Context: an optimization exercise on an open-source flow, tuned for small area. The choices shown serve that exercise and are no tape-out recipe.
In this exercise RTL edits were held to simulation tests only and were not proved equivalent to the original.
No activity file was given, so power comes from the tool's default toggle rates.

<file path="flow/flow/run.sh">
#!/bin/bash
# The standard layout (standard.sh, unchanged synthesis) with these
# changes to how the layout is made:
#  - ports are buffered with the smallest buffer cell instead of a delay cell
#  - the clock tree gets no dummy balancing loads
#  - timing-driven global placement keeps none of the buffers its trial
#    repairs insert (they are only used to weigh nets)
# Everything else (floorplan, power grid, taps, placement, routing) is the
# standard flow. The make output goes to layout.log in this folder; ORFS's
# per-step logs stay under orfs/logs.
set -euo pipefail
export BUFFER_PORTS_ARGS="-buffer_cell sky130_fd_sc_hd__buf_1"
export CTS_ARGS="-sink_clustering_enable -repair_clock_nets -sink_clustering_size 30 -sink_clustering_max_diameter 60 -buf_list sky130_fd_sc_hd__clkbuf_16 -dont_use_dummy_load"
export GPL_KEEP_OVERFLOW=0
bash standard.sh > layout.log 2>&1
</file>
<file path="flow/standard.sh">
#!/bin/bash
# synth_recipe.tcl (not shown) runs the flow's synth.tcl, then flattens the netlist and writes it again
# the make line also repeats each setting of config.mk as NAME=value (left out here)
make -C /OpenROAD-flow-scripts/flow DESIGN_CONFIG=/design/flow/config.mk WORK_HOME=/design/flow/orfs CLKGATE_MAP_FILE= SYNTH_SCRIPT=/design/flow/synth_recipe.tcl "${@:-finish}"
</file>
<file path="flow/config.mk">
export PLATFORM = sky130hd
export DESIGN_NAME = rv_core_top
export DESIGN_NICKNAME = rv_core_top
export VERILOG_FILES = /design/flow/design.v
export SDC_FILE = /design/flow/constraint.sdc
export NUM_CORES = 4
export LEC_CHECK = 0
export CAP_MARGIN = 10
export CORE_MARGIN = 2
export CORE_UTILIZATION = 70
export CTS_BUF_LIST = sky130_fd_sc_hd__clkbuf_8
export CTS_CLUSTER_DIAMETER = 45
export CTS_CLUSTER_SIZE = 18
export SLEW_MARGIN = 10
export SYNTH_HIERARCHICAL = 1
</file>
<file path="flow/constraint.sdc">
create_clock -name core_clock -period 5.2 [get_ports {clk}]
set_input_delay 1.0400 -clock core_clock [delete_from_list [all_inputs] [get_ports {clk}]]
set_output_delay 1.0400 -clock core_clock [all_outputs]
set_load 0.01 [all_outputs]
</file>
<file path="flow/design.v">
package rv_core_pkg;
    typedef logic [32-1:0] word_t;
    typedef logic [$clog2(32)-1:0] reg_idx_t;
    typedef logic [3:0] funct_t;
    typedef enum logic [3:0] {
        ALU_ADD  = 4'b0000,
        ALU_SUB  = 4'b0001,
        ALU_SLT  = 4'b0010,   
        ALU_SLTU = 4'b0011,   
        ALU_SLL  = 4'b0100,
        ALU_SRL  = 4'b0101,
        ALU_XOR  = 4'b0110,
        ALU_OR   = 4'b0111,
        ALU_AND  = 4'b1000,
        ALU_SRA  = 4'b1001    
    } alu_op_t;
endpackage
`timescale 1ns/1ps
module rv_aoi222 (
    input  logic [2:0] s,
    input  logic [2:0] d,
    output logic       y_n
);
    assign y_n = ~|(s & d);
endmodule
module rv_nand4 (
    input  logic [3:0] a,
    output logic       y
);
    assign y = ~&a;
endmodule
module rv_regfile (
    input  logic       clk,
    input  logic       first,   
    input  logic [4:0] rd_w,    
    input  logic [3:0] wd,      
    input  logic [4:0] rs1,
    input  logic [4:0] rs2,
    output logic [3:0] a,       
    output logic [3:0] rd2      
);
    logic [127:0] head;   
    assign head[3:0] = 4'd0;   
    for (genvar r = 1; r < 32; r++) begin : g_reg
        logic [31:0] q;   
        logic        we;
        assign we = first || (rd_w == 5'(r));
        assign head[4*r +: 4] = q[3:0];
        always_ff @(posedge clk) begin
            q <= {we ? wd : q[3:0], q[31:4]};
        end
    end
    for (genvar p = 0; p < 2; p++) begin : g_port
        logic [4:0]  rs;
        logic [31:0] sel;
        logic [3:0]  o, m;
        logic        fwd;
        assign rs  = p ? rs2 : rs1;
        assign fwd = first || ((rs == rd_w) && (rd_w != 5'd0));
        for (genvar r = 0; r < 32; r++) begin : g_sel
            assign sel[r] = (rs == 5'(r));
        end
        for (genvar j = 0; j < 4; j++) begin : g_bit
            logic [11:0] t_n;   
            logic [2:0]  u;
            for (genvar m = 0; m < 10; m++) begin : g_aoi
                rv_aoi222 aoi (
                    .s (sel[3*m+3:3*m+1]),
                    .d ({head[4*(3*m+3)+j], head[4*(3*m+2)+j], head[4*(3*m+1)+j]}),
                    .y_n (t_n[m])
                );
            end
            assign t_n[10] = ~(sel[31] & head[4*31+j]);
            assign t_n[11] = 1'b1;
            rv_nand4 n0 (.a(t_n[3:0]),  .y(u[0]));
            rv_nand4 n1 (.a(t_n[7:4]),  .y(u[1]));
            rv_nand4 n2 (.a(t_n[11:8]), .y(u[2]));
            assign m[j] = |u;
        end
        assign o = fwd ? wd : m;
    end
    assign a   = g_port[0].o;
    assign rd2 = g_port[1].o;
endmodule
`timescale 1ns/1ps
module rv_core_top (
    input  logic     clk,
    input  logic     rst_n,
    input  rv_core_pkg::word_t    imem_insn,      
    output rv_core_pkg::word_t    imem_addr,
    output logic     retire_valid,   
    output rv_core_pkg::reg_idx_t retire_rd,
    output rv_core_pkg::word_t    retire_data
);
    logic [32:0] cnt;     
    logic        first;   
    always_ff @(posedge clk or negedge rst_n) begin
        if (!rst_n) begin
            cnt   <= '0;
            first <= 1'b1;
        end else begin
            cnt   <= cnt + 33'd1;
            if (cnt[2:0] == 3'd7) first <= 1'b0;
        end
    end
    logic [2:0] ph;
    logic       ph0, ph1, ph7;
    assign ph  = cnt[2:0];
    assign ph0 = (ph == 3'd0);
    assign ph1 = (ph == 3'd1);
    assign ph7 = (ph == 3'd7);
    assign imem_addr = {cnt[32:3], 2'b00};
    logic [31:0] insn;
    logic        is_op, is_imm, writes, alt, fb, sub, cmp, is_sll, is_srl;
    logic [4:0]  rs1, rs2, rd;
    logic [2:0]  fn;
    assign insn   = imem_insn;
    assign is_op  = (insn[6:0] == 7'b0110011);
    assign is_imm = (insn[6:0] == 7'b0010011);
    assign rd     = insn[11:7];
    assign rs1    = insn[19:15];
    assign rs2    = insn[24:20];
    assign writes = (is_op || is_imm) && (rd != 5'd0);
    assign alt    = is_op && insn[30];
    assign fb     = alt && (insn[14:12] != 3'b000) && (insn[14:12] != 3'b101);
    assign fn     = fb ? 3'b000 : insn[14:12];
    assign sub    = alt && (insn[14:12] == 3'b000);
    assign cmp    = (fn[2:1] == 2'b01);
    assign is_sll = (fn == 3'b001);
    assign is_srl = (fn == 3'b101);
    logic [4:0] rd_w;     
    logic [3:0] wd;       
    logic [3:0] a, b, rd2, immn;
    rv_regfile rf (
        .clk   (clk),
        .first (first),
        .rd_w  (rd_w),
        .wd    (wd),
        .rs1   (rs1),
        .rs2   (rs2),
        .a     (a),
        .rd2   (rd2)
    );
    always_comb begin
        case (ph)
            3'd0:    immn = insn[23:20];
            3'd1:    immn = insn[27:24];
            3'd2:    immn = insn[31:28];
            default: immn = {4{insn[31]}};
        endcase
    end
    assign b = is_op ? rd2 : immn;
    logic [31:0] h;       
    logic [4:0]  s;       
    logic [4:0]  sh;      
    always_ff @(posedge clk) begin
        h <= {a, h[31:4]};
        if (ph0) s[3:0] <= b;
        if (ph1) s[4]   <= b[0];
    end
    assign sh = {ph0 ? 1'b0 : (ph1 ? b[0] : s[4]), ph0 ? b : s[3:0]};
    logic       c;
    logic       cin, inv;
    logic [3:0] bx;
    logic [4:0] sum;
    logic       lt;
    logic [35:0] y;
    logic [35:0] ysh;
    logic [3:0] sll_n;
    logic [3:0] res;
    assign inv = sub || cmp;
    assign cin = ph0 ? inv : c;
    assign bx  = b ^ {4{inv}};
    assign sum = {1'b0, a} + {1'b0, bx} + {4'd0, cin};
    logic ltx, cmp_d;
    always_ff @(posedge clk) begin
        c     <= sum[4];
        ltx   <= !fn[0] && (a[3] ^ b[3]);   
        cmp_d <= ph7 && cmp;
    end
    assign lt = cmp_d && (!c ^ ltx);
    assign y   = {a, h};
    assign ysh = y << sh;
    for (genvar j = 0; j < 4; j++) begin : g_sll
        assign sll_n[j] = ({ph, 2'(j)} >= sh) ? ysh[32 + j] : 1'b0;
    end
    always_comb begin
        case (fn)
            3'b000:  res = sum[3:0];
            3'b001:  res = sll_n;
            3'b100:  res = a ^ b;
            3'b110:  res = a | b;
            3'b111:  res = a & b;
            default: res = 4'd0;   
        endcase
    end
    logic       srl_w, sra_w, sgn_w;
    logic [4:0] s_w;
    always_ff @(posedge clk) begin
        if (ph == 3'd6) begin
            srl_w <= is_srl;
            sra_w <= insn[30];
            s_w   <= s;
        end
        if (ph7) begin
            rd_w  <= writes ? rd : 5'd0;
            sgn_w <= a[3];
        end
    end
    logic [31:0] ysr;
    logic [2:0]  kn;      
    logic        fill;
    logic [3:0]  srl_n;
    assign ysr  = {a, h[31:4]} >> s_w;
    assign kn   = ph + 3'd1;
    assign fill = sra_w && (ph7 ? a[3] : sgn_w);
    for (genvar j = 0; j < 4; j++) begin : g_srl
        assign srl_n[j] = (({1'b0, kn, 2'(j)} + {1'b0, s_w}) > 6'd31) ? fill : ysr[j];
    end
    logic [31:0] r_q;
    always_ff @(posedge clk) begin
        r_q[31:28] <= res;
        r_q[27:24] <= r_q[31:28] & ~{4{ph1 && is_sll && b[0]}};
        r_q[23:4]  <= r_q[27:8];
        r_q[3:0]   <= srl_w ? srl_n : r_q[7:4];
    end
    logic [3:0] w;
    assign w  = {r_q[3:1], r_q[0] | lt};
    assign wd = first ? 4'd0 : w;
    logic [27:0] rt;
    always_ff @(posedge clk) begin
        rt <= {w, rt[27:4]};
    end
    assign retire_valid = ph7 && !first && (rd_w != 5'd0);
    assign retire_rd    = rd_w;
    assign retire_data  = {r_q[3:0], rt};
endmodule
</file>
==> results.py, run 1 <==
metrics = {
    "status": {
        "status": "timing/DRC/antenna clean",
    },
    "floorplan": {
        "fp.dieW_microns": 212.9,
        "rows": 76,
        "ios": 104,
        "dieArea_sq_um": 45320,
        "die_y_microns": 212.9,
        "coreArea_sq_um": 43080,
        "initial_utilization": 0.7090,
    },
    "cells_and_area": {
        "final_area_sq_um": 32580,
        "syn2layout_area_growth_pct": 6.678,
        "nets": 2256,
        "final_util": 0.7563,
        "most-common-layout-cells": "dfxtp_1, mux2_2, nor2_1",
        "final_layout_size_suffix_gt1_frac": 0.1115,
        "num-fill-cells": 2495,
        "final_common_cell": "dfxtp_1",
    },
    "power": {
        "p_int_mw": 10.64,
        "peakVddDrop_mv": 0.3556,
        "pwr-share-seq": 0.664,
        "p_sw_mw": 2.720,
        "p_sw_frac": 0.2036,
        "p_comb_frac": 0.027,
        "clkPwrFrac": 0.309,
        "power_density_nw_per_um2": 410.1,
        "p_leak_nw": 13.11,
    },
    "logic_synthesis": {
        "synth_edf_count": 12,
        "synth-async-reset-ratio": 0.02988,
        "synth_cell_types": 75,
        "synthFlopType": "dfxtp_1",
        "synth_area_sq_um": 30540,
        "syn_area_per_cell_sq_um": 14.36,
        "synth_cells": 2127,
        "synth_warnings": 8,
        "ys_ff_latch": 1138,
        "yosysSeqAreaShare": 0.7555,
    },
    "global_route": {
        "grt_pass1_wl_mm": 96.46,
        "grt_max_degree": 40,
        "gr-usage-all-layers": 0.2870,
        "antenna_found_initial": 6,
        "grt_pass1_vias": 15960,
        "overflow": 0,
    },
    "clock_network": {
        "cts_max_level": 2,
        "clockBufferDepth": 3,
        "cts_inserted_buffers": 49,
        "cts.clk_slew.worst_paths_ns": 0.11,
        "clkSinkCount": 1138,
        "clk_latency_ns": 0.63,
        "cts_tree": "yes",
        "cts_root_buffer": "clkbuf_16",
    },
    "flow_run": {
        "maxCapViolations": 0,
    },
    "sta": {
        "worstMarginPinSlew_ns": 1.175,
        "finalCritPeriodShare": 0.9656,
        "rsz0062_at_grt": "false",
        "finalMaxSlewViolations": 0,
        "hold_violations": 0,
        "final.setup_skew_ns": 0.09454,
        "slew_headroom": 0.2164,
        "max_freq_ghz": 0.1992,
        "setup_viol": 0,
        "min_period_ns": 5.021,
    },
    "routing": {
        "routed_via_density": 5.771,
        "drt_first_pass_iters": 10,
        "ant_nets": 0,
        "dr_total_vias": 16060,
        "routedWlPerCell_microns": 23.42,
        "drt_wl_total_mm": 65.18,
        "drt_iter0_drc": 1644,
        "drc_errors": 0,
    },
    "place": {
        "place_area_sq_um": 31290,
        "gp_congestion": 0.9409,
        "portBuffers": 101,
        "dpl.hpwl_mm": 43.49,
    },
    "setup_path": {
        "required_ns": 5.64,
        "arrival_ns": 5.46,
        "cp_max_fo": 15,
        "endpoint_kind": "register",
        "critPathLaunchType": "input pin",
        "path_class": "in -> reg",
    },
    "hold_path": {
        "worstHoldPathType": "reg -> reg",
    },
}
-- path summary, 6_finish.rpt --
kind                                        start                 to  slack, ns  cells past startpoint
worst max-delay path                imem_insn[20]            r_q[30]       0.18                     14
worst min-delay path            rf.g_reg[8].q[27]  rf.g_reg[8].q[23]       0.25                      0
worst min register to register  rf.g_reg[8].q[27]  rf.g_reg[8].q[23]       0.25                      0
max in group asynchronous                   rst_n             cnt[0]       4.15                      1
worst max register to register            rd_w[2]            r_q[28]       0.67                     14
min in group asynchronous                   rst_n            cnt[31]       0.48                      1
-- registers in the layout (all words and copies together), names as in the netlist, 5 cells and up --
name and cells:
cnt 33, rd_w 5, s_w 5, rt 28
s 5, r_q 32, h 31, rf.g.q 992
-- area by class of cell --
class | instances | area [sq um] | share of cell area
multi-input cells | 876 | 6912 | 0.2121
inverters | 22 | 90.09 | 0.002765
flip-flops and latches | 1138 | 23070 | 0.7082
repair inverters | 1 | 5.005 | 0.0001536
diodes | 1 | 2.502 | 0.00007681
well taps | 585 | 732.0 | 0.02247
clock buffers | 49 | 1226 | 0.03764
repair buffers | 111 | 539.3 | 0.01655
-- per-stage QoR --
step	TNS, ns	setup WS, ns	hold slack, ns	std cells	total power [mW]
global route	0	0.007230	0.2390	2782	13.72
global placement	-6.344	-1.426	0.3095	2722	9.402
floorplan	0	0.5601	0.3096	2135	9.276
finish	0	0.1787	0.2468	2783	13.36
CTS	0	0.02679	0.2468	2779	13.40
detailed placement	-4.432	-1.284	0.3121	2728	9.417
-- cell usage after synthesis (4+ instances only) --
| cell | instances | share of area |
|---|---|---|
| o22ai_1 | 5 | 0.0010 |
| dfxtp_1 | 1092 | 0.72 |
| xnor2_1 | 29 | 0.0083 |
| dfrtp_1 | 33 | 0.027 |
| a31oi_1 | 7 | 0.0014 |
| mux2_2 | 142 | 0.052 |
| o221ai_1 | 4 | 0.0011 |
| a21o_1 | 7 | 0.0017 |
| nand3_1 | 25 | 0.0041 |
| inv_1 | 18 | 0.0022 |
| buf_4 | 36 | 0.0088 |
| mux2i_1 | 83 | 0.027 |
| nand2_1 | 72 | 0.0088 |
| or3_1 | 11 | 0.0023 |
| and3_1 | 10 | 0.0020 |
| buf_2 | 15 | 0.0025 |
| a222oi_1 | 84 | 0.028 |
| a22oi_1 | 5 | 0.0012 |
| a32oi_1 | 7 | 0.0020 |
| nor3_1 | 11 | 0.0018 |
| nor2_1 | 109 | 0.013 |
| o21ai_0 | 22 | 0.0036 |
| ha_1 | 21 | 0.0086 |
| a21oi_1 | 48 | 0.0079 |
| nand3b_1 | 7 | 0.0017 |
| or3b_2 | 4 | 0.0011 |
| mux4_2 | 9 | 0.0066 |
| a211oi_1 | 12 | 0.0029 |
| nor3b_1 | 6 | 0.0015 |
| clkbuf_1 | 42 | 0.0052 |
| edfxtp_1 | 12 | 0.012 |
| xor2_1 | 18 | 0.0052 |
| nand4_1 | 29 | 0.0059 |
| nand2b_1 | 7 | 0.0014 |
| and2_1 | 15 | 0.0031 |
| nor2b_1 | 11 | 0.0023 |
-- repair_timing --
item / in CTS / in global routing
endpoints found under the setup margin: 4 / 4
resized for setup: 5 / 4
setup buffers: 1 / 3
cloned: 1 / 0
hold buffers: 0 / 0
-- power by group through the flow --
stage | clock, mW | combinational (mW) | sequential (mW)
6_report | 4.13 | 0.363 | 8.87
5_1_grt | 4.45 | 0.392 | 8.88
4_1_cts | 4.17 | 0.354 | 8.87
3_5_place_dp | 0 | 0.350 | 9.07
3_3_place_gp | 0 | 0.339 | 9.06
2_1_floorplan | 0 | 0.225 | 9.05
-- per-layer routing --
metal / GRT usage / vias up / part of all wire
met5: 0 / - / 0.0011
met4: 0.1044 / 12 / 0.033
met3: 0.05118 / 160 / 0.062
met2: 0.4664 / 591 / 0.47
met1: 0.3888 / 7835 / 0.44
li1: - / 7463 / -
-- modules after synthesis (local to each module, per instance) --
module       cells  times used
rv_aoi222        1          80
rv_nand4         1          24
rv_core_top    700           1
rv_regfile    1323           1
-- logic make-up (layout without fill, tap and decap cells) --
kind of cell / after synthesis / after routing / share of synthesized area
buffers and inverters: 121 / 183 / 0.02085
AO/OA/AOI/OAI: 232 / 232 / 0.05994
multiplexers: 234 / 234 / 0.08620
AND/OR/NAND/NOR: 330 / 330 / 0.05387
XOR/XNOR: 47 / 47 / 0.01348
flip-flops: 1138 / 1138 / 0.7555
other: 2 / 11 / 0.0002459
adder cells (fa/ha/maj): 23 / 23 / 0.009914
-- worst max-delay path, stage by stage --
cell	delay, ns
buf_1	0.29
nand2b_2	0.36
nor2_1	0.15
a222oi_1	0.45
nand4_1	0.25
or3_1	0.40
mux2_2	0.28
nor2_1	0.16
o31a_1	0.60
clkinv_2	0.45
mux4_2	0.54
nand2_1	0.08
o21ai_0	0.09
o311ai_0	0.32
==> inputs of run 2 (changes only) <==
--- a/flow/design.v
+++ b/flow/design.v
@@ -83,2 +83,33 @@
     assign rd2 = g_port[1].o;
+endmodule
+`timescale 1ns/1ps
+module rv_mux4 (
+    input  logic [3:0] d,
+    input  logic [1:0] s,
+    output logic       y
+);
+    assign y = d[s];
+endmodule
+module rv_funnel #(
+    parameter int N = 32
+) (
+    input  logic [N-1:0] v,
+    input  logic [4:0]   u,
+    output logic [3:0]   o
+);
+    logic [34:0] v0;
+    logic [10:0] w3;
+    logic [4:0]  w1;
+    for (genvar i = 0; i < 35; i++) begin : g_v0
+        assign v0[i] = (i < N) ? v[(i < N) ? i : N-1] : v[N-1];
+    end
+    for (genvar i = 0; i < 11; i++) begin : g_w3
+        rv_mux4 m (.d({v0[i+24], v0[i+16], v0[i+8], v0[i]}), .s(u[4:3]), .y(w3[i]));
+    end
+    for (genvar i = 0; i < 5; i++) begin : g_w1
+        rv_mux4 m (.d({w3[i+6], w3[i+4], w3[i+2], w3[i]}), .s(u[2:1]), .y(w1[i]));
+    end
+    for (genvar i = 0; i < 4; i++) begin : g_o
+        assign o[i] = u[0] ? w1[i+1] : w1[i];
+    end
 endmodule
@@ -166,4 +197,4 @@
     logic       lt;
-    logic [35:0] y;
-    logic [35:0] ysh;
+    logic [6:0] ylo;
+    logic [3:0] ysh, yhi;
     logic [3:0] sll_n;
@@ -181,6 +212,11 @@
     assign lt = cmp_d && (!c ^ ltx);
-    assign y   = {a, h};
-    assign ysh = y << sh;
+    assign ylo = {a, h[31:29]};
+    logic [4:0] shf;
+    assign shf = {s[4] && !ph0 && !ph1, s[3:0]};
+    rv_funnel #(.N(31)) f_sll (.v(h[31:1]), .u(~shf), .o(yhi));
+    for (genvar j = 0; j < 4; j++) begin : g_sll_lo
+        assign ysh[j] = (sh[4:2] != 3'd0) ? yhi[j] : ylo[3 + j - sh[1:0]];
+    end
     for (genvar j = 0; j < 4; j++) begin : g_sll
-        assign sll_n[j] = ({ph, 2'(j)} >= sh) ? ysh[32 + j] : 1'b0;
+        assign sll_n[j] = ({ph, 2'(j)} >= sh) ? ysh[j] : 1'b0;
     end
@@ -209,3 +245,3 @@
     end
-    logic [31:0] ysr;
+    logic [3:0]  ysr, ysr_h;
     logic [2:0]  kn;      
@@ -213,3 +249,8 @@
     logic [3:0]  srl_n;
-    assign ysr  = {a, h[31:4]} >> s_w;
+    rv_funnel #(.N(28)) f_srl (.v(h[31:4]), .u(s_w), .o(ysr_h));
+    for (genvar j = 0; j < 4; j++) begin : g_srl_lo
+        logic [4:0] t;
+        assign t      = s_w + 5'(j);
+        assign ysr[j] = (s_w >= 5'(28 - j)) ? a[t[1:0]] : ysr_h[j];
+    end
     assign kn   = ph + 3'd1;
--- a/flow/flow/run.sh
+++ b/flow/flow/run.sh
@@ -12,3 +12,3 @@
 export BUFFER_PORTS_ARGS="-buffer_cell sky130_fd_sc_hd__buf_1"
-export CTS_ARGS="-sink_clustering_enable -repair_clock_nets -sink_clustering_size 30 -sink_clustering_max_diameter 60 -buf_list sky130_fd_sc_hd__clkbuf_16 -dont_use_dummy_load"
+export CTS_ARGS="-sink_clustering_enable -repair_clock_nets -sink_clustering_size 18 -sink_clustering_max_diameter 45 -buf_list sky130_fd_sc_hd__clkbuf_8 -dont_use_dummy_load"
 export GPL_KEEP_OVERFLOW=0
==> results.py, run 2 <==
metrics = {
    "status": {
        "status": "timing/DRC/antenna clean",
    },
    "logic_synthesis": {
        "synth_cell_types": 74,
        "synth_area_sq_um": 30140,
        "yosysMostFrequentCell": "dfxtp_1",
        "yosys-top-cells-area": "dfxtp_1, mux2_2, a222oi_1, dfrtp_1, mux4_2",
        "synthFlopType": "dfxtp_1",
        "synth_common_cells": "dfxtp_1, mux2_2, nor2_1",
        "synth_warnings": 8,
        "yosysTopAreaCellShare": 0.7253,
        "synth_edf_count": 12,
        "ys_ff_latch": 1138,
        "syn_area_per_cell_sq_um": 15.05,
        "synth_cells": 2003,
        "synth_largest_area_cell": "dfxtp_1",
        "synth-async-reset-ratio": 0.02988,
        "yosysSeqAreaShare": 0.7655,
    },
    "routing": {
        "routed_via_density": 5.782,
        "drt_first_pass_iters": 10,
        "drc_errors": 0,
        "ant_nets": 0,
        "routedWlPerCell_microns": 23.37,
        "dr_total_vias": 15400,
        "drt_iter0_drc": 1865,
        "drt_wl_total_mm": 62.25,
    },
    "setup_path": {
        "cp_max_fo": 8,
        "endpoint_kind": "register",
        "critPathLaunchType": "input pin",
        "arrival_ns": 5.60,
        "path_class": "in -> reg",
        "required_ns": 5.73,
    },
    "global_route": {
        "grt_util_met3": 0.06082,
        "grt_pass1_vias": 15600,
        "grtUsageMet1": 0.3850,
        "gr-usage-all-layers": 0.2819,
        "top_usage_layer": "met2",
        "grt_max_degree": 40,
        "antenna_found_initial": 0,
        "grt_pass1_wl_mm": 92.78,
        "met2_usage": 0.4466,
        "overflow": 0,
    },
    "sta": {
        "min_period_ns": 5.067,
        "hold_violations": 0,
        "worstMarginPinSlew_ns": 1.094,
        "rsz0062_at_grt": "false",
        "whs_ns": 0.2802,
        "max_freq_ghz": 0.1973,
        "finalMaxSlewViolations": 0,
        "finalCritPeriodShare": 0.9745,
        "final.setup_skew_ns": 0.1046,
        "setup_viol": 0,
        "slew_headroom": 0.2707,
    },
    "floorplan": {
        "coreArea_sq_um": 42790,
        "fp.dieW_microns": 211.5,
        "dieArea_sq_um": 44740,
        "die_y_microns": 211.5,
        "initial_utilization": 0.7044,
        "rows": 76,
        "ios": 104,
    },
    "cells_and_area": {
        "nets": 2183,
        "final_common_cell": "dfxtp_1",
        "largest_register": "rf.g.q",
        "syn2layout_area_growth_pct": 6.422,
        "reg.largest.list": "rf.g.q x992, cnt x33, r_q x32",
        "antenna_cells": 0,
        "final_layout_size_suffix_gt1_frac": 0.1445,
        "most-common-layout-cells": "dfxtp_1, mux2_2, nor2_1, buf_1, a222oi_1",
        "largest_register_ffs": 992,
    },
    "place": {
        "portBuffers": 101,
        "dpl.hpwl_mm": 42.86,
        "gp_congestion": 0.9140,
    },
    "power": {
        "power_density_nw_per_um2": 408.0,
        "p_total_mw": 13.09,
        "peakVddDrop_mv": 0.4304,
        "p_leak_nw": 12.74,
    },
    "flow_run": {
        "maxCapViolations": 0,
    },
    "clock_network": {
        "cts_inserted_buffers": 83,
        "clk_latency_ns": 0.71,
        "cts.clk_slew.worst_paths_ns": 0.09,
        "clockBufferDepth": 3,
        "cts_root_buffer": "clkbuf_8",
        "cts_tree": "yes",
        "post-cts-setup-buffer-count": 0,
        "clkSinkCount": 1138,
        "cts_max_level": 3,
    },
    "hold_path": {
        "worstHoldPathType": "reg -> reg",
    },
}
run 2: cell types whose count changed after synthesis, sizes merged, moves of 11 or more:
cell   before  now
nand2      73   43
buf        54   42
mux2i      83   18
nor2      110   97
o21ai      23   12
a21oi      49   38
mux4        9   35
run 2: area by class of cell:
class	instances	area, sq um
Timing Repair Buffer	105	495.5
Multi-Input combinational cell	765	6575
Tap cell	546	683.2
Fill cell	2432	10710
Clock buffer	83	1142
Sequential cell	1138	23070
Inverter	27	108.9
run 2: metrics by stage:
| step | instances | cell area [sq um] | util | setup TNS (ns) | setup slack (ns) |
|---|---|---|---|---|---|
| after global placement | 2577 | 30780 | 0.7193 | -4.189 | -1.222 |
| after CTS | 2664 | 32070 | 0.7494 | 0 | 0.1360 |
| after detailed placement | 2581 | 30930 | 0.7227 | -1.342 | -0.5823 |
| after floorplan | 2011 | 30170 | - | 0 | 0.3859 |
| final | 2664 | 32080 | 0.7496 | 0 | 0.1326 |
| after global routing | 2664 | 32080 | 0.7496 | 0 | 0.03724 |
run 2: cells by family after synthesis:
kind of cell | after synthesis | synth area share
AO/OA/AOI/OAI | 189 | 0.05122
XOR/XNOR | 46 | 0.01337
adder cells (fa/ha/maj) | 29 | 0.01254
buffers and inverters | 108 | 0.01872
flip-flops | 1138 | 0.7655
multiplexers | 200 | 0.08717
other | 2 | 0.0002491
AND/OR/NAND/NOR | 291 | 0.05126
run 2: layer usage:
layer  wire length [microns]  part of all wire
met3                    3849             0.062
met5                       0                 0
met4                    1937             0.031
met2                   28900              0.46
met1                   27570              0.44
run 2: worst paths after layout:
kind | start | endpoint | slack, ns | cells past startpoint
max | imem_insn[20] | r_q[29] | 0.13 | 17
min | rf.g_reg[28].q[11] | rf.g_reg[28].q[7] | 0.28 | 0
max reg2reg | first | r_q[29] | 0.45 | 13
min reg2reg | rf.g_reg[28].q[11] | rf.g_reg[28].q[7] | 0.28 | 0
max in group asynchronous | rst_n | cnt[1] | 4.24 | 1
min in group asynchronous | rst_n | cnt[0] | 0.42 | 1
run 2: modules after synthesis, one instance, submodules excluded, excerpt:
module / copies in the design / area [sq um]
rv_aoi222: 80 / 10.01
rv_core_top: 1 / 6018
rv_mux4: 32 / 22.52
rv_nand4: 24 / 6.256
rv_regfile: 1 / 22360
run 2: critical path, stage by stage:
cell and delay (ns):
buf_1 0.32, nand2b_2 0.33, nor2_1 0.13, a222oi_1 0.40
nand4_1 0.17, or3_1 0.45, mux2_2 0.31, nor3_2 0.21
a31oi_1 0.14, xnor2_1 0.24, fa_1 0.45, fa_1 0.54
o21bai_1 0.13, a31oi_1 0.10, a211oi_1 0.35, nand4_1 0.13
a2bb2oi_1 0.15
run 2: what timing repair did:
item / CTS / global route
gates resized for setup: 0 / 6
hold buffers: 0 / 0
endpoints found under the setup margin: 0 / 2
run 2: report_power, final:
| group | internal (mW) | switching (mW) | total [mW] | leakage [nW] |
|---|---|---|---|---|
| clock network | 1.43 | 2.44 | 3.88 | 0.597 |
| logic | 0.142 | 0.206 | 0.347 | 2.75 |
| registers | 8.82 | 0.0454 | 8.86 | 9.39 |
==> inputs of run 3 (changes only) <==
--- a/flow/design.v
+++ b/flow/design.v
@@ -25,2 +25,9 @@
 endmodule
+module rv_oai22 (
+    input  logic [1:0] s,
+    input  logic [1:0] d,
+    output logic       y_n
+);
+    assign y_n = ~&(s | d);
+endmodule
 module rv_nand4 (
@@ -33,2 +40,3 @@
     input  logic       clk,
+    input  logic       par,     
     input  logic       first,   
@@ -42,5 +50,8 @@
     logic [127:0] head;   
+    logic [3:0]   wdp;    
     assign head[3:0] = 4'd0;   
+    assign wdp       = wd ^ {4{par}};
     for (genvar r = 1; r < 32; r++) begin : g_reg
         logic [31:0] q;   
+        logic [3:0]  t_n;
         logic        we;
@@ -48,4 +59,7 @@
         assign head[4*r +: 4] = q[3:0];
+        for (genvar j = 0; j < 4; j++) begin : g_tail
+            rv_oai22 tail (.s({!we, we}), .d({wdp[j], q[j]}), .y_n(t_n[j]));
+        end
         always_ff @(posedge clk) begin
-            q <= {we ? wd : q[3:0], q[31:4]};
+            q <= {t_n, q[31:4]};
         end
@@ -73,3 +87,3 @@
             assign t_n[10] = ~(sel[31] & head[4*31+j]);
-            assign t_n[11] = 1'b1;
+            assign t_n[11] = ~(sel[0] & par);   
             rv_nand4 n0 (.a(t_n[3:0]),  .y(u[0]));
@@ -79,3 +93,3 @@
         end
-        assign o = fwd ? wd : m;
+        assign o = fwd ? wd : (m ^ {4{par}});
     end
@@ -127,2 +141,3 @@
     logic        first;   
+    logic        par;     
     always_ff @(posedge clk or negedge rst_n) begin
@@ -131,5 +146,9 @@
             first <= 1'b1;
+            par   <= 1'b0;
         end else begin
             cnt   <= cnt + 33'd1;
-            if (cnt[2:0] == 3'd7) first <= 1'b0;
+            if (cnt[2:0] == 3'd7) begin
+                first <= 1'b0;
+                par   <= !par;
+            end
         end
@@ -166,2 +185,3 @@
         .clk   (clk),
+        .par   (par),
         .first (first),
--- a/flow/config.mk
+++ b/flow/config.mk
@@ -13,2 +13,3 @@
 export CTS_CLUSTER_SIZE = 18
+export SETUP_SLACK_MARGIN = 0.05
 export SLEW_MARGIN = 10
==> results.py, run 3 <==
metrics = {
    "logic_synthesis": {
        "synth-simple-area-share": 0.05124,
        "yosysSeqAreaShare": 0.7748,
        "yosys.area_share.xor_xnor": 0.01763,
        "synth_largest_area_cell": "dfxtp_1",
        "synth_common_cells": "dfxtp_1, o22ai_1, nor2_1",
        "synth_cells": 2035,
        "synth_compound_area_frac": 0.08222,
        "syn_area_per_cell_sq_um": 14.65,
        "synth_mux_area_frac": 0.04016,
        "yosys-top-cells-area": "dfxtp_1, dfrtp_1, a222oi_1, o22ai_1, mux4_2",
        "synth-async-reset-ratio": 0.03073,
        "synth_area_sq_um": 29810,
        "synthAdderAreaFrac": 0.01267,
        "synth_edf_count": 12,
        "synthFlopType": "dfxtp_1",
        "yosysMostFrequentCell": "dfxtp_1",
        "synth_top_family_by_area": "compound AO/OA/AOI/OAI gates",
        "yosysTopAreaCellShare": 0.7333,
        "ys_ff_latch": 1139,
        "synth_warnings": 8,
        "synth_cell_types": 76,
    },
    "setup_path": {
        "rrSetupSlack_ns": 0.59,
        "critPathSlowestCell": "a222oi_1",
        "r2r-end": "r_q[30]",
        "required_ns": 5.69,
        "arrival_ns": 5.39,
        "endpoint_kind": "register",
        "crit_chain": "buf_1 -> nand2b_1 -> nor2_1 -> a222oi_1 -> nand4_1 -> nor3_1 -> xnor2_1 -> mux2_4 -> fa_1 -> fa_1 -> xnor2_1 -> nor2_1 -> a31oi_1 -> nor3_1 -> nor2_1 -> o21ai_0 -> o21bai_1",
        "cp_max_fo": 9,
        "critical_path.max_stage_delay_ns": 0.58,
        "setup.worst_path.start": "imem_insn[16]",
        "r2r_start": "rd_w[2]",
        "cpMostUsedCell": "nor2_1",
        "path_class": "in -> reg",
        "critPathLaunchType": "input pin",
        "r2r_cells": 15,
    },
    "routing": {
        "routedWlPerCell_microns": 24.39,
        "drc_errors": 0,
        "ant_nets": 0,
        "drt_iter0_drc": 2212,
        "drt_first_pass_iters": 12,
        "drt_wl_total_mm": 65.70,
        "routed_via_density": 6.038,
        "dr_total_vias": 16270,
    },
    "clock_network": {
        "clk_latency_ns": 0.72,
        "cts_root_buffer": "clkbuf_8",
        "ctsHoldBuffers": 0,
        "clkSinkCount": 1139,
        "cts_max_level": 3,
        "cts.clk_slew.worst_paths_ns": 0.10,
        "clockBufferDepth": 3,
        "cts_inserted_buffers": 80,
        "cts_tree": "yes",
    },
    "power": {
        "p_leak_nw": 12.69,
        "p_total_mw": 13.17,
        "peakVddDrop_mv": 0.3412,
        "power_density_nw_per_um2": 414.7,
    },
    "floorplan": {
        "ios": 104,
        "rows": 75,
        "dieArea_sq_um": 44260,
        "fp.dieW_microns": 210.4,
        "initial_utilization": 0.7107,
        "coreArea_sq_um": 41950,
        "die_y_microns": 210.4,
    },
    "global_route": {
        "grt_pass1_vias": 16350,
        "grt_pass1_wl_mm": 97.55,
        "top_usage_layer": "met2",
        "grt_max_degree": 40,
        "gr-usage-all-layers": 0.2980,
        "overflow": 0,
        "met2_usage": 0.4756,
        "grtUsageMet1": 0.3992,
        "grt_util_met3": 0.07241,
        "antenna_found_initial": 4,
    },
    "cells_and_area": {
        "reg.largest.list": "rf.g.q x992, cnt x33, r_q x32",
        "syn2layout_area_growth_pct": 6.572,
        "final_util": 0.7574,
        "largest_register": "rf.g.q",
        "final_area_sq_um": 31770,
        "final_common_cell": "dfxtp_1",
        "nets": 2217,
        "most-common-layout-cells": "dfxtp_1, o22ai_1, nor2_1",
        "final_layout_size_suffix_gt1_frac": 0.08364,
        "fin_cells": 2694,
        "largest_register_ffs": 992,
        "num-fill-cells": 2346,
    },
    "flow_run": {
        "maxCapViolations": 0,
    },
    "sta": {
        "finalMaxSlewViolations": 0,
        "setup_viol": 0,
        "hold_violations": 0,
        "setup_ws_ns": 0.3031,
        "slew_headroom": 0.08622,
        "whs_ns": 0.2666,
        "finalCritPeriodShare": 0.9417,
        "final.setup_skew_ns": 0.1200,
        "worstMarginPinSlew_ns": 1.368,
        "min_period_ns": 4.897,
        "tns_ns": 0,
        "max_freq_ghz": 0.2042,
        "rsz0062_at_grt": "false",
    },
    "status": {
        "status": "timing/DRC/antenna clean",
    },
    "place": {
        "gp_congestion": 0.9284,
        "dpl.hpwl_mm": 44.22,
        "pre_cts_ws_ns": -0.5443,
        "portBuffers": 101,
        "place_area_sq_um": 30640,
        "dp_cells": 2611,
    },
    "hold_path": {
        "hold_path_depth": 0,
        "whs_endpoint": "rf.g_reg[17].q[25]",
        "hold_start": "rf.g_reg[17].q[29]",
        "worstHoldPathType": "reg -> reg",
    },
}
run 3: cell types whose count changed after synthesis, moves of 13 or more:
cell / change
mux2_2: -133
o22ai_1: +127
a21o_1: +34
inv_1: +28
a21oi_1: -24
clkbuf_1: -13
run 3: cell type report:
type | instances | area (sq um) | area share
Multi-Input combinational cell | 772 | 6178 | 0.1945
Sequential cell | 1139 | 23100 | 0.7271
Inverter | 55 | 206.4 | 0.006498
Antenna cell | 3 | 7.507 | 0.0002363
Timing Repair Buffer | 106 | 504.2 | 0.01587
Tap cell | 539 | 674.4 | 0.02123
Clock buffer | 80 | 1101 | 0.03466
run 3: what timing repair did:
| action | in CTS | in global routing |
|---|---|---|
| setup endpoints to repair | 0 | 2 |
| buffers inserted | 0 | 0 |
| resized for setup | 0 | 10 |
run 3: logic make-up (layout without fill, tap and decap cells):
kind of cell,Yosys count,count (layout)
multiplexers,71,71
flip-flops,1139,1139
buffers and inverters,125,241
AND/OR/NAND/NOR,292,292
XOR/XNOR,60,60
adder cells (fa/ha/maj),29,29
AO/OA/AOI/OAI,318,318
other,1,5
run 3: where the power goes:
group	internal [mW]	switching, mW
clock	1.38	2.43
sequential	8.86	0.0665
combinational	0.180	0.248
total	10.4	2.75
run 3: worst max path at each step:
stage	endpoint	slack, ns	cells past startpoint
after floorplan	r_q[30]	0.46	19
after global placement	r_q[30]	-0.52	19
after detailed placement	r_q[30]	-0.54	19
after CTS	r_q[30]	0.09	19
after global routing	r_q[30]	0.06	19
final	r_q[30]	0.30	17
run 3: routing by layer:
metal	vias up	routed length (microns)
met3	192	5850
met2	875	30150
met4	4	2348
li1	7333	-
met1	7863	27330
met5	-	25
run 3: modules after synthesis (local to each module, per instance), a selection:
module       copies in the design  cell area [sq um]  cells inside  flip-flops and latches
rv_regfile                      1              21300          1234                     992
rv_aoi222                      80              10.01             1                       0
rv_mux4                        32              22.52             1                       0
rv_core_top                     1               5978           533                     147
rv_oai22                      124              6.256             1                       0
rv_nand4                       24              6.256             1                       0
run 3: critical path, delay by kind of cell:
kind	cells	cell delay, ns
xor gates and xnor gates	2	0.36
adders and majority gates	2	0.91
AOI/OAI and AO/OA	4	0.98
and+or+nand+nor	7	1.49
buffers and inverters	1	0.21
muxes	1	0.38
==> inputs of run 4 (changes only) <==
--- a/flow/config.mk
+++ b/flow/config.mk
@@ -9,3 +9,3 @@
 export CORE_MARGIN = 2
-export CORE_UTILIZATION = 70
+export CORE_UTILIZATION = 65
 export CTS_BUF_LIST = sky130_fd_sc_hd__clkbuf_8
==> results.py, run 4 <==
metrics = {
    "floorplan": {
        "rows": 78,
        "initial_utilization": 0.6583,
        "fp.dieW_microns": 218.2,
        "coreArea_sq_um": 45280,
        "dieArea_sq_um": 47590,
        "ios": 104,
        "die_y_microns": 218.2,
    },
    "routing": {
        "drt_first_pass_iters": 12,
        "routed_via_density": 5.671,
        "drt_iter0_drc": 1607,
        "routedWlPerCell_microns": 21.19,
        "dr_total_vias": 15650,
        "ant_nets": 0,
        "drt_wl_total_mm": 58.47,
        "drc_errors": 0,
    },
    "power": {
        "p_leak_nw": 12.72,
        "p_comb_frac": 0.032,
        "p_sw_frac": 0.2041,
        "pwr-share-seq": 0.676,
        "clkPwrFrac": 0.291,
        "power_density_nw_per_um2": 413.7,
        "p_int_mw": 10.51,
        "p_sw_mw": 2.694,
        "peakVddDrop_mv": 0.3530,
    },
    "setup_path": {
        "r2r_cells": 17,
        "arrival_ns": 5.31,
        "setup.worst_path.start": "imem_insn[20]",
        "critPathLaunchType": "input pin",
        "critical_path.max_stage_delay_ns": 0.46,
        "r2r_start": "par",
        "endpoint_kind": "register",
        "r2r-end": "r_q[30]",
        "cp_max_fo": 8,
        "crit_chain": "clkbuf_2 -> nand2b_2 -> nor2_1 -> a222oi_1 -> nand4_1 -> nor3_1 -> xnor2_1 -> mux2_4 -> o22ai_2 -> xnor2_1 -> fa_1 -> fa_1 -> xnor2_1 -> nor2_1 -> a31oi_1 -> nor3_1 -> nor2_1 -> o21ai_0 -> o21bai_1",
        "rrSetupSlack_ns": 0.52,
        "required_ns": 5.71,
        "critPathSlowestCell": "fa_1",
        "crit_path_end": "r_q[30]",
        "path_class": "in -> reg",
    },
    "global_route": {
        "grt_pass1_wl_mm": 88.24,
        "gr-usage-all-layers": 0.2495,
        "overflow": 0,
        "grt_pass1_vias": 15310,
        "grt_max_degree": 40,
        "antenna_found_initial": 2,
    },
    "logic_synthesis": {
        "synth_compound_area_frac": 0.08222,
        "yosys-top-cells-area": "dfxtp_1, dfrtp_1, a222oi_1, o22ai_1, mux4_2",
        "ys_ff_latch": 1139,
        "yosysTopAreaCellShare": 0.7333,
        "synth-simple-area-share": 0.05124,
        "synth_cell_types": 76,
        "synthAdderAreaFrac": 0.01267,
        "synth_mux_area_frac": 0.04016,
        "yosys.area_share.xor_xnor": 0.01763,
        "syn_area_per_cell_sq_um": 14.65,
        "synth_warnings": 8,
        "synthFlopType": "dfxtp_1",
        "synth_common_cells": "dfxtp_1, o22ai_1, nor2_1",
        "synth_largest_area_cell": "dfxtp_1",
        "synth-async-reset-ratio": 0.03073,
        "yosysMostFrequentCell": "dfxtp_1",
        "synth_area_sq_um": 29810,
        "synth_cells": 2035,
        "synth_edf_count": 12,
        "synth_top_family_by_area": "compound AO/OA/AOI/OAI gates",
        "yosysSeqAreaShare": 0.7748,
    },
    "sta": {
        "setup_viol": 0,
        "min_period_ns": 4.803,
        "hold_violations": 0,
        "rsz0062_at_grt": "false",
        "worstMarginPinSlew_ns": 1.105,
        "finalCritPeriodShare": 0.9237,
        "finalMaxSlewViolations": 0,
        "max_freq_ghz": 0.2082,
        "whs_ns": 0.2891,
        "final.setup_skew_ns": 0.08070,
        "slew_headroom": 0.2632,
    },
    "clock_network": {
        "ctsHoldBuffers": 0,
        "clk_latency_ns": 0.70,
        "cts_inserted_buffers": 85,
        "clockBufferDepth": 3,
        "post-cts-setup-buffer-count": 0,
        "cts_root_buffer": "clkbuf_8",
        "clkSinkCount": 1139,
        "cts_tree": "yes",
        "cts_max_level": 3,
        "cts_resized": 0,
        "cts.clk_slew.worst_paths_ns": 0.09,
    },
    "place": {
        "gp_congestion": 0.8806,
        "portBuffers": 101,
        "dpl.hpwl_mm": 41.20,
    },
    "cells_and_area": {
        "nets": 2222,
        "final_util": 0.7046,
        "syn2layout_area_growth_pct": 7.030,
        "final_common_cell": "dfxtp_1",
        "final_layout_size_suffix_gt1_frac": 0.08623,
        "regArea_sq_um": 23100,
        "largest_register": "rf.g.q",
        "num-fill-cells": 3023,
        "reg.largest.list": "rf.g.q x992, cnt x33, r_q x32",
        "largest_register_ffs": 992,
        "multi_input_area_sq_um": 6181,
        "most-common-layout-cells": "dfxtp_1, o22ai_1, nor2_1",
    },
    "status": {
        "status": "timing/DRC/antenna clean",
    },
    "hold_path": {
        "worstHoldPathType": "reg -> reg",
    },
    "flow_run": {
        "maxCapViolations": 0,
    },
}
-- run 4: cell counts after synthesis --
No cell type changed its count.
-- run 4: logic make-up after synthesis --
group / after synthesis
fa+ha+maj: 29
compound gates: 318
flops: 1139
xor+xnor: 60
buf+inv: 125
mux: 71
simple gates: 292
other cells: 1
-- run 4: stage by stage --
stage               worst slack, ns  std cells  area, sq um  TNS, ns  power, mW
floorplan                    0.4644       2036        29820        0      9.362
global placement            -0.3674       2667        30520  -0.4565      9.505
detailed placement          -0.4756       2672        30710  -0.8054      9.549
CTS                          0.1450       2757        31880        0      13.31
global route                 0.1370       2757        31900        0      13.67
finish                       0.3966       2759        31910        0      13.20
-- run 4: how the worst min path moves through the flow --
stage	cells past startpoint	startpoint	end
2_1_floorplan	0	r_q[14]	r_q[10]
3_3_place_gp	0	rf.g_reg[9].q[14]	rf.g_reg[9].q[10]
3_5_place_dp	0	r_q[10]	r_q[6]
4_1_cts	0	rf.g_reg[6].q[15]	rf.g_reg[6].q[11]
5_1_grt	0	rf.g_reg[4].q[11]	rf.g_reg[4].q[7]
6_report	0	rf.g_reg[10].q[18]	rf.g_reg[10].q[14]
-- run 4: final cells by class --
| class | count | area share |
|---|---|---|
| multi-input combinational | 772 | 0.1937 |
| timing repair buffer | 106 | 0.01557 |
| tap | 600 | 0.02353 |
| inverter | 55 | 0.006470 |
| sequential | 1139 | 0.7239 |
| clock buffer | 85 | 0.03666 |
| antenna | 2 | 0.0001569 |
-- run 4: metal layers --
layer  global-route usage  routed length, microns  up-vias
met5                    0                      23        -
met4               0.1061                    1810        4
met3              0.04913                    3996      120
met2               0.3821                   26080      583
met1               0.3497                   26560     7570
li1                     -                       -     7370
-- run 4: per-module statistics from Yosys, one instance, submodules excluded, a selection --
| module | flip-flops and latches | area (sq um) |
|---|---|---|
| rv_aoi222 | 0 | 10.01 |
| rv_core_top | 147 | 5978 |
| rv_mux4 | 0 | 22.52 |
| rv_nand4 | 0 | 6.256 |
| rv_oai22 | 0 | 6.256 |
| rv_regfile | 992 | 21300 |
-- run 4: power by group through the flow --
stage	sequential [mW]	combinational, mW	clock (mW)
after global placement	9.12	0.383	0
after CTS	8.93	0.424	3.96
after detailed placement	9.13	0.421	0
after global routing	8.94	0.452	4.28
after floorplan	9.11	0.252	0
final	8.93	0.428	3.85
-- run 4: worst max-delay path, delay by kind of cell --
kind | cells | cell delay (ns)
AND/OR/NAND/NOR | 7 | 1.21
AO/OA/AOI/OAI | 5 | 1.11
adder cells (fa/ha/maj) | 2 | 0.87
XOR/XNOR | 3 | 0.47
multiplexers | 1 | 0.35
buffers and inverters | 1 | 0.23
==> inputs of run 5 (changes only) <==
--- a/flow/flow/run.sh
+++ b/flow/flow/run.sh
@@ -12,3 +12,3 @@
 export BUFFER_PORTS_ARGS="-buffer_cell sky130_fd_sc_hd__buf_1"
-export CTS_ARGS="-sink_clustering_enable -repair_clock_nets -sink_clustering_size 18 -sink_clustering_max_diameter 45 -buf_list sky130_fd_sc_hd__clkbuf_8 -dont_use_dummy_load"
+export CTS_ARGS="-sink_clustering_enable -repair_clock_nets -sink_clustering_size 20 -sink_clustering_max_diameter 40 -buf_list sky130_fd_sc_hd__clkbuf_8 -dont_use_dummy_load"
 export GPL_KEEP_OVERFLOW=0
--- a/flow/config.mk
+++ b/flow/config.mk
@@ -9,6 +9,6 @@
 export CORE_MARGIN = 2
-export CORE_UTILIZATION = 65
+export CORE_UTILIZATION = 70
 export CTS_BUF_LIST = sky130_fd_sc_hd__clkbuf_8
-export CTS_CLUSTER_DIAMETER = 45
-export CTS_CLUSTER_SIZE = 18
+export CTS_CLUSTER_DIAMETER = 40
+export CTS_CLUSTER_SIZE = 20
 export SETUP_SLACK_MARGIN = 0.05
==> results.py, run 5 <==
metrics = {
    "place": {
        "place_area_sq_um": 30640,
        "gp_congestion": 0.9284,
        "pre_cts_ws_ns": -0.5443,
        "dpl.hpwl_mm": 44.22,
        "dp_cells": 2611,
        "portBuffers": 101,
    },
    "logic_synthesis": {
        "yosysSeqAreaShare": 0.7748,
        "synth_warnings": 8,
        "synth_edf_count": 12,
        "synth_area_sq_um": 29810,
        "yosysTopAreaCellShare": 0.7333,
        "yosys-top-cells-area": "dfxtp_1, dfrtp_1, a222oi_1, o22ai_1, mux4_2",
        "yosysMostFrequentCell": "dfxtp_1",
        "synth_largest_area_cell": "dfxtp_1",
        "synth_cell_types": 76,
        "synth_common_cells": "dfxtp_1, o22ai_1, nor2_1",
        "syn_area_per_cell_sq_um": 14.65,
        "ys_ff_latch": 1139,
        "synth_cells": 2035,
        "synth-async-reset-ratio": 0.03073,
        "synthFlopType": "dfxtp_1",
    },
    "setup_path": {
        "critPathSlowestCell": "fa_1",
        "critPathLaunchType": "input pin",
        "critical_path.max_stage_delay_ns": 0.46,
        "r2r-end": "r_q[30]",
        "arrival_ns": 5.32,
        "rrSetupSlack_ns": 0.64,
        "r2r_start": "rd_w[2]",
        "crit_chain": "clkbuf_2 -> nand2_1 -> nor2_1 -> a222oi_1 -> nand4_1 -> nor3_1 -> xnor2_1 -> mux2_4 -> o22ai_2 -> xnor2_1 -> fa_1 -> fa_1 -> xnor2_1 -> nor2_1 -> a31oi_1 -> nor3_1 -> nor2_1 -> o21ai_0 -> o21bai_1",
        "endpoint_kind": "register",
        "cp_max_fo": 8,
        "path_class": "in -> reg",
        "r2r_cells": 15,
        "required_ns": 5.70,
    },
    "routing": {
        "drt_iter0_drc": 2389,
        "ant_nets": 0,
        "routed_via_density": 6.011,
        "dr_total_vias": 16250,
        "drt_wl_total_mm": 65.34,
        "drt_first_pass_iters": 13,
        "routedWlPerCell_microns": 24.17,
        "drc_errors": 0,
    },
    "flow_run": {
        "maxCapViolations": 0,
    },
    "clock_network": {
        "cts_root_buffer": "clkbuf_8",
        "clockBufferDepth": 3,
        "cts.clk_slew.worst_paths_ns": 0.10,
        "clk_latency_ns": 0.73,
        "cts_tree": "yes",
        "post-cts-setup-buffer-count": 0,
        "cts_max_level": 3,
        "cts_inserted_buffers": 90,
        "clkSinkCount": 1139,
    },
    "sta": {
        "min_period_ns": 4.822,
        "rsz0062_at_grt": "false",
        "hold_violations": 0,
        "finalCritPeriodShare": 0.9274,
        "max_freq_ghz": 0.2074,
        "whs_ns": 0.2423,
        "slew_headroom": 0.1513,
        "setup_viol": 0,
        "finalMaxSlewViolations": 0,
        "worstMarginPinSlew_ns": 1.270,
        "final.setup_skew_ns": 0.1261,
        "setup_ws_ns": 0.3775,
    },
    "power": {
        "peakVddDrop_mv": 0.4370,
        "p_leak_nw": 12.76,
        "p_total_mw": 13.38,
        "power_density_nw_per_um2": 419.3,
    },
    "cells_and_area": {
        "final_common_cell": "dfxtp_1",
        "largest_register": "rf.g.q",
        "largest_register_ffs": 992,
        "reg.largest.list": "rf.g.q x992, cnt x33, r_q x32",
        "nets": 2227,
        "syn2layout_area_growth_pct": 7.017,
        "fin_cells": 2703,
        "final_layout_size_suffix_gt1_frac": 0.08788,
        "final_area_sq_um": 31900,
        "most-common-layout-cells": "dfxtp_1, o22ai_1, nor2_1",
    },
    "global_route": {
        "grt_pass1_wl_mm": 97.05,
        "gr-usage-all-layers": 0.2965,
        "grt_pass1_vias": 16210,
        "antenna_found_initial": 3,
        "overflow": 0,
        "grt_max_degree": 40,
    },
    "floorplan": {
        "fp.dieW_microns": 210.4,
        "initial_utilization": 0.7107,
        "coreArea_sq_um": 41950,
        "ios": 104,
        "dieArea_sq_um": 44260,
        "die_y_microns": 210.4,
        "rows": 75,
    },
    "hold_path": {
        "worstHoldPathType": "reg -> reg",
        "whs_endpoint": "rf.g_reg[17].q[11]",
        "hold_start": "rf.g_reg[17].q[15]",
        "hold_path_depth": 0,
    },
    "status": {
        "status": "timing/DRC/antenna clean",
    },
}
-- run 5: repair_timing --
| action | CTS | global route |
|---|---|---|
| setup endpoints to repair | 0 | 2 |
| hold buffers | 0 | 0 |
| gates resized for setup | 0 | 9 |
-- run 5: per-stage QoR --
stage               utilization  TNS (ns)
floorplan                     -         0
global placement         0.7258   -0.8091
detailed placement       0.7304    -1.023
CTS                      0.7600         0
global route             0.7605         0
finish                   0.7606         0
-- run 5: metal layers --
layer / vias up / share of wire / GRT usage
met1: 7832 / 0.42 / 0.4035
met2: 837 / 0.45 / 0.4676
li1: 7351 / - / -
met4: 4 / 0.041 / 0.1136
met3: 225 / 0.087 / 0.07002
met5: - / 0.00040 / 0
-- run 5: logic make-up after synthesis --
family / share of synthesized area
fa+ha+maj: 0.01267
flops: 0.7748
other cells: 0.0001258
simple gates: 0.05124
compound gates: 0.08222
buf+inv: 0.02115
mux: 0.04016
xor+xnor: 0.01763
-- run 5: worst max path at each step --
stage,from,depth (start not counted),slack (ns),to
floorplan,imem_insn[23],19,0.46,r_q[30]
global placement,imem_insn[20],19,-0.52,r_q[30]
detailed placement,imem_insn[20],19,-0.54,r_q[30]
CTS,imem_insn[20],19,0.09,r_q[30]
global route,imem_insn[20],19,0.04,r_q[30]
finish,imem_insn[20],19,0.38,r_q[30]
-- run 5: modules after synthesis (local to each module, per instance), excerpt --
module,times used,cell area (sq um),flops+latches,cells
rv_mux4,32,22.52,0,1
rv_regfile,1,21300,992,1234
rv_nand4,24,6.256,0,1
rv_aoi222,80,10.01,0,1
rv_core_top,1,5978,147,533
rv_oai22,124,6.256,0,1
-- run 5: final cells by class --
cell class | count | area, sq um
flip-flops and latches | 1139 | 23100
fillers | 2310 | 10040
multi-input cells | 772 | 6176
clock buffers | 90 | 1239
well taps | 539 | 674.4
repair buffers | 106 | 504.2
inverters | 55 | 206.4
diodes | 2 | 5.005
-- run 5: worst max-delay path, delay by kind of cell --
family          cells  cell delay (ns)
buf+inv             1             0.18
fa+ha+maj           2             0.88
simple gates        7             1.31
mux                 1             0.33
xor+xnor            3             0.49
compound gates      5             1.07
-- run 5: report_power, final --
part	switching, mW	leakage, nW	internal [mW]
clock network	2.47	0.647	1.55
logic	0.246	2.57	0.180
registers	0.0665	9.54	8.86

==> re-timing with driven ports <==
How much do the figures lean on ideal ports? The routed layouts below were timed once more, with nothing changed but the port constraints. Step 1 (the two cells are an assumption about what drives the block):
set clk [get_ports {clk}]
set_driving_cell -lib_cell sky130_fd_sc_hd__clkbuf_16 $clk
set_driving_cell -lib_cell sky130_fd_sc_hd__buf_2 [delete_from_list [all_inputs] $clk]
Step 2 adds t to the input delays and takes it off the output delays; t is the mean of the earliest and latest rising clock arrival at the registers after step 1. Input paths then give back, and output paths get back, about the clock's delay inside the block. a / b / c = ideal ports / drivers / drivers and shift; a / b = the first two.
run	t (ns)	slack for setup (ns)	latest minus earliest clock arrival (ns)	worst register clock-pin slew, ns	worst data-port slew with drivers (ns)
run 1	0.643	0.179 / 0.161 / -0.483	0.095 / 0.095	0.11 / 0.11	0.08
run 2	0.709	0.133 / 0.163 / -0.545	0.104 / 0.105	0.11 / 0.11	0.07
run 3	0.717	0.303 / 0.281 / -0.436	0.120 / 0.120	0.11 / 0.11	0.08
run 4	0.710	0.397 / 0.398 / -0.311	0.081 / 0.081	0.10 / 0.10	0.10
run 5	0.720	0.378 / 0.403 / -0.317	0.136 / 0.136	0.11 / 0.11	0.08
With both steps, setup timing fails in every run listed, where it was met with ideal ports. The setup slack of run 3, which loses most, moves by -0.022 ns with the drivers and by -0.739 ns with both steps.
